From an optimization exercise on the open Yosys and OpenROAD flow, aimed at small area and a short achievable clock period; shortcuts taken in it are not production practice. Only simulation tests tie the RTL to the original design; equivalence was not proved. Power figures rest on the tool's default switching activity, not on a simulated workload.

`design/flow/run.sh`:
```
#!/bin/bash
# synth_recipe.tcl (not shown) runs the flow's synth.tcl, then flattens the netlist and writes it again
# the make line also repeats each setting of config.mk as NAME=value (left out here)
make -C /OpenROAD-flow-scripts/flow DESIGN_CONFIG=/design/flow/config.mk WORK_HOME=/design/flow/orfs CLKGATE_MAP_FILE= SYNTH_SCRIPT=/design/flow/synth_recipe.tcl finish
```
`design/flow/config.mk`:
```
export PLATFORM = sky130hd
export DESIGN_NAME = spi_ram_ctrl
export DESIGN_NICKNAME = spi_ram_ctrl
export VERILOG_FILES = /design/flow/design.v
export SDC_FILE = /design/flow/constraint.sdc
export NUM_CORES = 4
export LEC_CHECK = 0
export CAP_MARGIN = 20
export CORE_MARGIN = 2
export CORE_UTILIZATION = 40
export SLEW_MARGIN = 20
```
`design/flow/constraint.sdc`:
```
create_clock -name core_clock -period 4.5 [get_ports {clk}]
set_input_delay 0.9000 -clock core_clock [delete_from_list [all_inputs] [get_ports {clk}]]
set_output_delay 0.9000 -clock core_clock [all_outputs]
set_load 0.01 [all_outputs]
```
`design/flow/design.v`:
```
package spi_ram_pkg;
    localparam logic [1:0] CMD_WR_ADDR = 2'b00;
    localparam logic [1:0] CMD_WR_DATA = 2'b01;
    localparam logic [1:0] CMD_RD_ADDR = 2'b10;
    localparam logic [1:0] CMD_RD_DATA = 2'b11;
    localparam int TX_HOLD_DEFAULT = 8;
    typedef enum logic {
        ST_IDLE = 1'b0,
        ST_TX   = 1'b1
    } state_t;
endpackage
module spram_core #(
    parameter int ADDR_SIZE = 8,
    parameter int MEM_DEPTH = 256
) (
    input  logic                 clk,
    input  logic                 we,
    input  logic                 re,
    input  logic [ADDR_SIZE-1:0] addr,
    input  logic [7:0]           wdata,
    output logic [7:0]           rdata
);
    logic [7:0] mem [MEM_DEPTH];
    always_ff @(posedge clk) begin
        if (we) begin
            mem[addr] <= wdata;
        end else if (re) begin
            rdata <= mem[addr];
        end
    end
endmodule
module spi_ram_ctrl #(
    parameter int MEM_DEPTH = 256,
    parameter int ADDR_SIZE = 8,
    parameter int TX_HOLD   = spi_ram_pkg::TX_HOLD_DEFAULT
) (
    input  logic       clk,
    input  logic       rst_n,
    input  logic [9:0] din,
    input  logic       rx_valid,
    output logic [7:0] dout,
    output logic       tx_valid
);
    localparam int CNT_W = (TX_HOLD > 1) ? $clog2(TX_HOLD) : 1;
    logic                 rx_valid_q;
    logic                 cmd_accept;
    logic [1:0]           opcode;
    logic [7:0]           payload;
    logic [ADDR_SIZE-1:0] wr_addr;
    logic [ADDR_SIZE-1:0] rd_addr;
    logic [ADDR_SIZE-1:0] ram_addr;
    logic                 ram_we;
    logic                 ram_re;
    logic [7:0]           ram_rdata;
    logic                 dout_clr;
    spi_ram_pkg::state_t  state;
    spi_ram_pkg::state_t  state_nx;
    logic [CNT_W-1:0]     cnt;
    logic [CNT_W-1:0]     cnt_nx;
    assign opcode     = din[9:8];
    assign payload    = din[7:0];
    assign cmd_accept = rst_n && rx_valid && !rx_valid_q;
    assign ram_we     = cmd_accept && (opcode == spi_ram_pkg::CMD_WR_DATA);
    assign ram_re     = cmd_accept && (opcode == spi_ram_pkg::CMD_RD_DATA);
    assign ram_addr   = ram_re ? rd_addr : wr_addr;
    spram_core #(
        .ADDR_SIZE(ADDR_SIZE),
        .MEM_DEPTH(MEM_DEPTH)
    ) u_core (
        .clk  (clk),
        .we   (ram_we),
        .re   (ram_re),
        .addr (ram_addr),
        .wdata(payload),
        .rdata(ram_rdata)
    );
    always_ff @(posedge clk) begin
        if (!rst_n) begin
            rx_valid_q <= 1'b0;
            wr_addr    <= '0;
            rd_addr    <= '0;
        end else begin
            rx_valid_q <= rx_valid;
            if (cmd_accept) begin
                case (opcode)
                    spi_ram_pkg::CMD_WR_ADDR: wr_addr <= ADDR_SIZE'(payload);
                    spi_ram_pkg::CMD_WR_DATA: wr_addr <= wr_addr + 1'b1;
                    spi_ram_pkg::CMD_RD_ADDR: rd_addr <= ADDR_SIZE'(payload);
                    spi_ram_pkg::CMD_RD_DATA: rd_addr <= rd_addr + 1'b1;
                    default: ;
                endcase
            end
        end
    end
    always_ff @(posedge clk) begin
        if (!rst_n) begin
            state    <= spi_ram_pkg::ST_IDLE;
            cnt      <= '0;
            dout_clr <= 1'b1;
        end else begin
            state <= state_nx;
            cnt   <= cnt_nx;
            if (ram_re) begin
                dout_clr <= 1'b0;
            end
        end
    end
    always_comb begin
        state_nx = state;
        cnt_nx   = cnt;
        case (state)
            spi_ram_pkg::ST_IDLE: begin
                if (ram_re) begin
                    state_nx = spi_ram_pkg::ST_TX;
                    cnt_nx   = CNT_W'(TX_HOLD - 1);
                end
            end
            spi_ram_pkg::ST_TX: begin
                if (ram_re) begin
                    cnt_nx = CNT_W'(TX_HOLD - 1);
                end else if (cnt == '0) begin
                    state_nx = spi_ram_pkg::ST_IDLE;
                end else begin
                    cnt_nx = cnt - 1'b1;
                end
            end
            default: state_nx = spi_ram_pkg::ST_IDLE;
        endcase
    end
    assign tx_valid = (state == spi_ram_pkg::ST_TX);
    assign dout     = dout_clr ? 8'h00 : ram_rdata;
endmodule
```
==> flow_summary.yaml, run 1 <==
sta:
  setup_tns_ps: 0
  clock-skew-final_ps: 42.6
  fmax_ghz: 0.227
  setup_slack_ps: 104
  finalSetupViolCount: 0
  slew_viol_final: 0
  tightest_slew_ps: 1050
  hold_viol_final: 0
  rsz0062_at_grt: "false"
  fin_crit_ps: 4400
  period_share: 0.977
  slew_headroom: 0.297
drt:
  met3_length_mm: 19.2
  drt-met1-wl_mm: 95.3
  ant_nets: 0
  wl_mm: 232
  first_iter_violations: 7211
  dr_wl_met2_mm: 109
  post-route-drc-count: 0
  via_per_inst: 6.00
  routed.top_layer: "met5"
  wl_per_cell_um: 27.4
  dr.pass1.iters: 6
  vias: 50800
layout:
  syn2layout_area_growth_pct: 18.9
  drive_above_1_share: 0.182
  n_fill_cell: 16600
  nets: 5664
  instances_no_fill: 8453
floorplanning:
  rows: 163
  dieArea_mm2: 0.203
  start_util: 0.403
  core_area_mm2: 0.198
  die_w_um: 450
  boundaryPins: 22
  die_h_um: 450
clock_tree:
  worstSkewPairLatency_ps: 840
  cts_max_path_buffers: 3
  cts-root-buf: "clkbuf_16"
  clk_pin_slew_worst_paths_ps: 60
  cts_tree: "yes"
  postCtsSetupBuffers: 0
  htree_levels: 4
  cts-resized-gates: 0
  cts.sinks: 2078
  cts_buffers: 200
  hold_buffers: 0
setup_path:
  cp-start-kind: "primary input"
  critPathMaxFanout: 77
  end_kind: "flop"
  max_stage_delay_ps: 790
  path_common_cell: "buf_4"
  cp_cell_sequence: "clkdlybuf4s50_1 -> and3b_1 -> buf_4 -> a21boi_4 -> or2_4 -> buf_12 -> buf_4 -> a22oi_1 -> a21oi_1 -> o41ai_1 -> buf_4 -> nand4_1 -> buf_4 -> and4_1"
  criticalPathCategory: "primary input to flop"
  slowest_stage: "o41ai_1"
  cp.required_ps: 5090
  cp.arrival_ps: 4990
place:
  port_buffers: 21
  post-place-ws_ps: -596
  dp_hpwl_mm: 142
  post-place-cells: 8085
  gp_congestion: 0.896
synth:
  synth_cell_types: 53
  synth_nets: 5123
  synth_seq_cells: 2078
  yosysSeqAreaShare: 0.780
  synth_edf_count: 2056
  ys_warn_count: 2
  async_flop_share: 0
  ys.flop_type: "edfxtp_1"
  syn_inst: 5106
  synth.avg_cell_area_um2: 15.6
  synth_area_mm2: 0.0797
global_route:
  grt_antenna_before_repair: 6
  grt_first_pass_wirelength_mm: 339
  overflow: 0
  grt_usage: 0.223
  grt_max_degree: 131
  grt_pass1_vias: 49400
power_and_ir_drop:
  pwr-share-seq: 0.545
  p_clk_frac: 0.410
  power_density_mw_per_mm2: 412
  combinationalPowerShare: 0.045
  ir_drop_mv: 0.381
  p_int_mw: 30.6
  power_switching_share: 0.215
  p_leak_nw: 29.4
  p_sw_mw: 8.41
min_path:
  worstHoldPathType: "primary input to flop"
flow_run:
  drv_cap: 0
status:
  status: "timing/DRC/antenna clean"
-- power by group through the flow --
stage               Sequential [mW]  Clock [mW]  Combinational [mW]
floorplan                      21.7           0               0.702
global placement               21.7           0                1.72
detailed placement             21.7           0                1.74
CTS                            21.3        16.2                1.75
global route                   21.3        17.0                1.86
finish                         21.3        16.0                1.75
-- worst max-delay path: cells and delay by family --
kind	cells	cell delay (ps)
buffers and inverters	6	1640
AND/OR/NAND/NOR	4	1230
AO/OA/AOI/OAI	4	1130
-- layer usage --
| metal | global-route usage | vias up |
|---|---|---|
| met2 | 0.352 | 2517 |
| met5 | 0 | - |
| met4 | 0.0753 | 2 |
| met3 | 0.0393 | 407 |
| met1 | 0.313 | 25900 |
| li1 | - | 21900 |
-- final timing paths --
kind / start / to / slack (ps) / cells after the start
worst min-delay path: din[0] / u_core.mem[59][0] / 530 / 1
worst max-delay path: rst_n / u_core.rdata[5] / 100 / 14
worst min register to register: cnt[1] / cnt[1] / 550 / 2
worst max register to register: rx_valid_q / u_core.rdata[5] / 290 / 13
-- synthesized netlist by cell type, drive strengths merged (4+ instances only) --
library cell  count  share of area
dfxtp            22         0.0055
nand3            12        0.00075
nand4            35         0.0027
o21ai           789          0.050
a21boi            5        0.00047
o21a              5        0.00047
nor2            277          0.013
o22a             17         0.0019
nor3              4        0.00025
a22oi           641          0.060
ha                4        0.00063
inv              14        0.00066
a21oi           351          0.022
or2               4        0.00031
a41oi           192          0.021
nand2            54         0.0025
nor2b             8        0.00063
o31ai             4        0.00044
and2              4        0.00031
buf             130         0.0099
o41ai            80         0.0088
nand2b            7        0.00055
or4              16         0.0015
a31oi            10        0.00078
edfxtp         2056           0.77
nor4             36         0.0029
and4             10         0.0011
clkbuf          297          0.014
-- cell type report --
| class | count | area (um^2) | area share |
|---|---|---|---|
| flip-flops and latches | 2078 | 62200 | 0.656 |
| multi-input cells | 2586 | 15800 | 0.167 |
| repair buffers | 766 | 7290 | 0.0770 |
| clock buffers | 258 | 5300 | 0.0559 |
| well taps | 2640 | 3300 | 0.0349 |
| clock inverters | 108 | 851 | 0.00898 |
| inverters | 15 | 56.3 | 0.000594 |
| diodes | 2 | 5.00 | 0.0000528 |
-- placed cells by master (no fill, tap or decap), types with 6 or more instances in the layout --
master	n
edfxtp_1	2056
o21ai_0	785
a22oi_1	641
buf_4	629
a21oi_1	349
nor2_1	277
clkbuf_16	203
a41oi_1	192
buf_12	116
o41ai_1	80
clkbuf_1	54
clkinv_1	48
nand2_1	38
nand4_1	35
clkinv_2	35
nor4_1	34
dfxtp_1	22
o22a_1	17
or4_1	16
nand2_2	16
inv_1	14
clkdlybuf4s50_1	13
nand3_1	12
and4_1	9
bufinv_16	9
nor2b_1	8
buf_8	8
nand2b_1	7
a31oi_1	6
-- registers in the layout, summed over array words and instances (netlist names) --
| signal | count |
|---|---|
| rx_valid_q | 1 |
| state | 1 |
| dout_clr | 1 |
| rd_addr | 8 |
| u_core.mem | 2048 |
| cnt | 3 |
| u_core.rdata | 8 |
| wr_addr | 8 |
-- kinds of logic (layout without fill, tap and decap cells) --
kind of cell	after synthesis	after routing	share of synthesized area
AOI/OAI and AO/OA	2106	2106	0.167
DFF	2078	2078	0.780
adders and majority gates	4	4	0.000628
buffers and inverters	442	1147	0.0246
other	0	2	0
xor gates and xnor gates	1	1	0.000110
muxes	1	1	0.000126
and+or+nand+nor	474	474	0.0273
-- through the flow --
stage          power [mW]  utilization  cell area [um^2]  hold slack, ps
3_3_place_gp         23.4        0.448             88600             527
4_1_cts              39.2        0.480             94800             545
6_report             39.0        0.480             94800             534
2_1_floorplan        22.4            -             79700             509
5_1_grt              40.1        0.480             94800             537
3_5_place_dp         23.4        0.448             88600             545
==> run 2: changes to the inputs <==
==> design/flow/design.v (replaced) <==
package spi_ram_pkg;
    localparam logic [1:0] CMD_WR_ADDR = 2'b00;
    localparam logic [1:0] CMD_WR_DATA = 2'b01;
    localparam logic [1:0] CMD_RD_ADDR = 2'b10;
    localparam logic [1:0] CMD_RD_DATA = 2'b11;
    localparam int TX_HOLD_DEFAULT = 8;
endpackage
module spram_core #(
    parameter int ADDR_SIZE = 8,
    parameter int MEM_DEPTH = 256
) (
    input  logic                 clk,
    input  logic                 we,
    input  logic [ADDR_SIZE-1:0] waddr,
    input  logic [7:0]           wdata,
    input  logic [ADDR_SIZE-1:0] raddr,
    input  logic                 rst_q,
    output logic [7:0]           rdata
);
    logic [7:0]  mem [256];
    logic [7:0]  quarter [4];
    logic [7:0]  quarter_q [4];
    logic [63:0] rsel;
    always_ff @(posedge clk) begin
        for (int i = 0; i < 256; i++) begin
            if (we && waddr == 8'(i)) begin
                mem[i] <= wdata;
            end
        end
    end
    always_comb begin
        for (int j = 0; j < 64; j++) begin
            rsel[j] = (raddr[5:0] == 6'(j));
        end
        for (int k = 0; k < 4; k++) begin
            quarter[k] = '0;
            for (int j = 0; j < 64; j++) begin
                quarter[k] = quarter[k] | (mem[64*k+j] & {8{rsel[j]}});
            end
        end
    end
    always_ff @(posedge clk) begin
        for (int k = 0; k < 4; k++) begin
            quarter_q[k] <= quarter[k];
        end
    end
    assign rdata = rst_q ? mem[0] : quarter_q[raddr[7:6]];
endmodule
module spi_ram_ctrl #(
    parameter int MEM_DEPTH = 256,
    parameter int ADDR_SIZE = 8,
    parameter int TX_HOLD   = spi_ram_pkg::TX_HOLD_DEFAULT
) (
    input  logic       clk,
    input  logic       rst_n,
    input  logic [9:0] din,
    input  logic       rx_valid,
    output logic [7:0] dout,
    output logic       tx_valid
);
    localparam int CNT_W = (TX_HOLD > 1) ? $clog2(TX_HOLD) : 1;
    logic                 rx_valid_q;
    logic                 rst_q;
    logic                 cmd_accept;
    logic [1:0]           opcode;
    logic [7:0]           payload;
    logic [ADDR_SIZE-1:0] wr_addr;
    logic [ADDR_SIZE-1:0] rd_addr;
    logic                 ram_we;
    logic                 ram_re;
    logic [7:0]           ram_rdata;
    logic [7:0]           dout_q;
    logic                 tx_q;
    logic [CNT_W-1:0]     cnt;
    assign opcode     = din[9:8];
    assign payload    = din[7:0];
    assign cmd_accept = rst_n && rx_valid && !rx_valid_q;
    assign ram_we     = cmd_accept && (opcode == spi_ram_pkg::CMD_WR_DATA);
    assign ram_re     = cmd_accept && (opcode == spi_ram_pkg::CMD_RD_DATA);
    spram_core #(
        .ADDR_SIZE(ADDR_SIZE),
        .MEM_DEPTH(MEM_DEPTH)
    ) u_core (
        .clk  (clk),
        .we   (ram_we),
        .waddr(wr_addr),
        .wdata(payload),
        .raddr(rd_addr),
        .rst_q(rst_q),
        .rdata(ram_rdata)
    );
    always_ff @(posedge clk) begin
        rst_q <= !rst_n;
    end
    always_ff @(posedge clk) begin
        if (!rst_n) begin
            rx_valid_q <= 1'b0;
            wr_addr    <= '0;
            rd_addr    <= '0;
        end else begin
            rx_valid_q <= rx_valid;
            if (cmd_accept) begin
                case (opcode)
                    spi_ram_pkg::CMD_WR_ADDR: wr_addr <= ADDR_SIZE'(payload);
                    spi_ram_pkg::CMD_WR_DATA: wr_addr <= wr_addr + 1'b1;
                    spi_ram_pkg::CMD_RD_ADDR: rd_addr <= ADDR_SIZE'(payload);
                    spi_ram_pkg::CMD_RD_DATA: rd_addr <= rd_addr + 1'b1;
                    default: ;
                endcase
            end
        end
    end
    always_ff @(posedge clk) begin
        if (!rst_n) begin
            dout_q <= '0;
            tx_q   <= 1'b0;
            cnt    <= '0;
        end else if (ram_re) begin
            dout_q <= ram_rdata;
            tx_q   <= 1'b1;
            cnt    <= CNT_W'(TX_HOLD - 1);
        end else if (tx_q) begin
            if (cnt == '0) begin
                tx_q <= 1'b0;
            end else begin
                cnt <= cnt - 1'b1;
            end
        end
    end
    assign dout     = dout_q;
    assign tx_valid = tx_q;
endmodule
--- a/design/flow/config.mk
+++ b/design/flow/config.mk
@@ -7,5 +7,6 @@
 export LEC_CHECK = 0
 export CAP_MARGIN = 20
 export CORE_MARGIN = 2
-export CORE_UTILIZATION = 40
+export CORE_UTILIZATION = 60
+export SETUP_SLACK_MARGIN = 2.1
 export SLEW_MARGIN = 20
==> flow_summary.yaml, run 2 <==
sta:
  period_share: 0.681
  fin_crit_ps: 3060
  setup_tns_ps: 0
  slew_headroom: 0.0980
  tightest_slew_ps: 1340
  hold_viol_final: 0
  finalSetupViolCount: 0
  holdWs_ps: 462
  rsz0062_at_grt: "true"
  fmax_ghz: 0.327
  slew_viol_final: 0
  setup_slack_ps: 1440
  clock-skew-final_ps: 45.4
clock_tree:
  htree_levels: 4
  worstSkewPairLatency_ps: 880
  clk_pin_slew_worst_paths_ps: 70
  cts_buffers: 202
  cts-root-buf: "clkbuf_16"
  cts_tree: "yes"
  cts.sinks: 2110
  cts_max_path_buffers: 3
floorplanning:
  dieArea_mm2: 0.132
  start_util: 0.607
  die_h_um: 364
  die_w_um: 364
  rows: 131
  boundaryPins: 22
  core_area_mm2: 0.128
synth:
  synth_cell_types: 70
  synth_edf_count: 2048
  yosys-top-cells-area: "edfxtp_1, a22oi_1, nor2_1, dfxtp_1, nand4_1"
  syn_inst: 4510
  async_flop_share: 0
  ys_warn_count: 5
  ys.flop_type: "edfxtp_1"
  yosysTopAreaCell: "edfxtp_1"
  synth.avg_cell_area_um2: 17.2
  synth_nets: 4533
  synth_seq_cells: 2110
  yosysSeqAreaShare: 0.808
  netlist_top_cells_count: "edfxtp_1, a22oi_1, nor2_1"
  synth_area_mm2: 0.0776
  post-synth-top-count-cell: "edfxtp_1"
  synthDominantCellAreaShare: 0.792
drt:
  vias: 56100
  post-route-drc-count: 0
  first_iter_violations: 13700
  wl_mm: 354
  ant_nets: 0
  wl_per_cell_um: 49.4
  dr.pass1.iters: 13
  via_per_inst: 7.83
layout:
  final_cell_mix: "edfxtp_1, a22oi_1, buf_4, clkbuf_16, nand2_1"
  nets: 5277
  instances_no_fill: 7169
  final_common_cell: "edfxtp_1"
  regMostFlops: "u_core.mem"
  n_fill_cell: 7519
  drive_above_1_share: 0.295
  syn2layout_area_growth_pct: 24.7
  largest_register_ffs: 2048
  largestRegisters: "u_core.mem (2048), u_core.quarter_q (32)"
setup_path:
  worstReg2RegEnd: "u_core.quarter_q[2][0]"
  slowest_stage: "or4_4"
  cp_cell_sequence: "inv_4 -> ha_4 -> buf_6 -> nand3_4 -> buf_12 -> nor2_4 -> buf_4 -> a2bb2oi_1 -> nand4_1 -> or4_4 -> or4_4"
  r2r_slack_ps: 1440
  critPathMaxFanout: 8
  r2r.worst_path.cells: 11
  cp-start-kind: "flop"
  timing.rr.start: "rd_addr[1]"
  criticalPathCategory: "flop to flop"
  end_kind: "flop"
  cp.arrival_ps: 3780
  startpoint: "rd_addr[1]"
  crit_path_end: "u_core.quarter_q[2][0]"
  path_common_cell: "or4_4"
  cp.required_ps: 5220
  max_stage_delay_ps: 560
status:
  status: "timing/DRC/antenna clean"
place:
  port_buffers: 21
  post-place-ws_ps: 338
  post-place-cells: 6401
  gp_congestion: 1.05
  dp_hpwl_mm: 220
power_and_ir_drop:
  power_density_mw_per_mm2: 414
  ir_drop_mv: 0.432
  power.total_mw: 40.0
  p_leak_nw: 31.2
global_route:
  grt_pass1_vias: 51100
  use_met2: 0.715
  grt_busiest_layer: "met2"
  grt_usage: 0.533
  global_route.usage.met3: 0.266
  grt_first_pass_wirelength_mm: 458
  overflow: 0
  grt_antenna_before_repair: 27
  grt_max_degree: 126
  met1_usage: 0.674
flow_run:
  drv_cap: 0
min_path:
  whs_path_depth: 3
  worstHoldPathType: "primary input to flop"
-- run 2: changes by cell type in the layout (fill, tap and decap cells not counted), sizes merged, moves of 80 or more --
cell,change
o21ai,-771
a21oi,-305
a41oi,-191
a22oi,+175
nand2,+139
nand4,+108
nor2,+92
o41ai,-80
-- run 2: area by class of cell --
cell class,instances,area (um^2),share of cell area
Clock inverter,110,998,0.0103
Multi-Input combinational cell,2128,16900,0.174
Sequential cell,2110,62800,0.648
Inverter,16,65.1,0.000672
Antenna cell,15,37.5,0.000388
Tap cell,1729,2160,0.0223
Clock buffer,265,5460,0.0564
Timing Repair Buffer,796,8450,0.0873
-- run 2: metrics by stage --
step | utilization | area [um^2]
final | 0.756 | 96800
after global placement | 0.653 | 83600
after floorplan | - | 78700
after global routing | 0.756 | 96800
after CTS | 0.746 | 95500
after detailed placement | 0.654 | 83700
-- run 2: how the worst min path moves through the flow --
stage | start | to | slack (ps)
after floorplan | u_core.mem[206][5] | u_core.quarter_q[3][5] | 450
after CTS | dout_q[1] | dout_q[1] | 500
after detailed placement | dout_q[6] | dout_q[6] | 490
after global placement | dout_q[6] | dout_q[6] | 490
final | rst_n | wr_addr[6] | 460
after global routing | rst_n | wr_addr[4] | 450
-- run 2: cells by family (layout without fill, tap and decap cells) --
kind of cell | after synthesis | in the layout | share of synthesized area
compound gates | 1083 | 1083 | 0.105
simple gates | 945 | 952 | 0.0580
buf+inv | 279 | 1187 | 0.0150
mux | 80 | 80 | 0.0117
fa+ha+maj | 10 | 10 | 0.00161
other cells | 0 | 15 | 0
flops | 2110 | 2110 | 0.808
xor+xnor | 3 | 3 | 0.000338
-- run 2: per-layer routing --
layer | wire length, um | up-vias
met5 | 376 | -
met2 | 141000 | 6899
met3 | 70000 | 1675
met1 | 109000 | 27500
met4 | 33100 | 24
li1 | - | 20100
-- run 2: timing repair --
action / in CTS / in global routing
gates resized for setup: 433 / 132
pin swaps: 192 / 120
hold endpoints to repair: 0 / 0
endpoints found under the setup margin: 2103 / 295
hold buffers: 0 / 0
buffers inserted: 308 / 54
cloned: 15 / 1
-- run 2: worst max-delay path: cells and delay by family, from the launching register on --
family / cells / cell delay [ps]
AO/OA/AOI/OAI: 1 / 210
buffers and inverters: 4 / 600
flip-flops: 1 / 410
adder cells (fa/ha/maj): 1 / 230
AND/OR/NAND/NOR: 5 / 1450
-- run 2: report_power, final --
part / total, mW / internal (mW) / switching, mW / leakage [nW]
logic: 1.42 / 0.394 / 1.03 / 9.16
registers: 21.7 / 21.6 / 0.144 / 18.9
clock network: 16.9 / 9.35 / 7.55 / 3.15

==> separate check: timing with driven ports <==
Ports are ideal in the flow. The routed layouts listed here were re-timed in OpenROAD.
Step 1: set_driving_cell puts a clkbuf_16 on clk and a buf_2 on each other input, an assumption about the parent block.
Step 2 moves the port delays by t, midway between the first and last clock arrival at a register: inputs arrive t later, outputs are due t later. That takes back most of the time a late clock gives input paths.
Slacks: ideal ports / drivers / drivers and shift; pairs: ideal ports / drivers.
run | t (ns) | setup slack, ns | clock arrival spread, ns | slew at the worst register clock pin (ns) | cell pins on the clock port's net
run 1 | 0.907 | 0.104 / 0.069 / -0.838 | 0.047 / 0.046 | 0.07 / 0.07 | 1
run 2 | 0.944 | 1.438 / 1.438 / 1.162 | 0.046 / 0.046 | 0.07 / 0.07 | 1
With both steps, setup timing fails in run 1, where it was met with ideal ports. The setup slack of run 1, which loses most, moves by -0.035 ns with the drivers and by -0.942 ns with both steps.
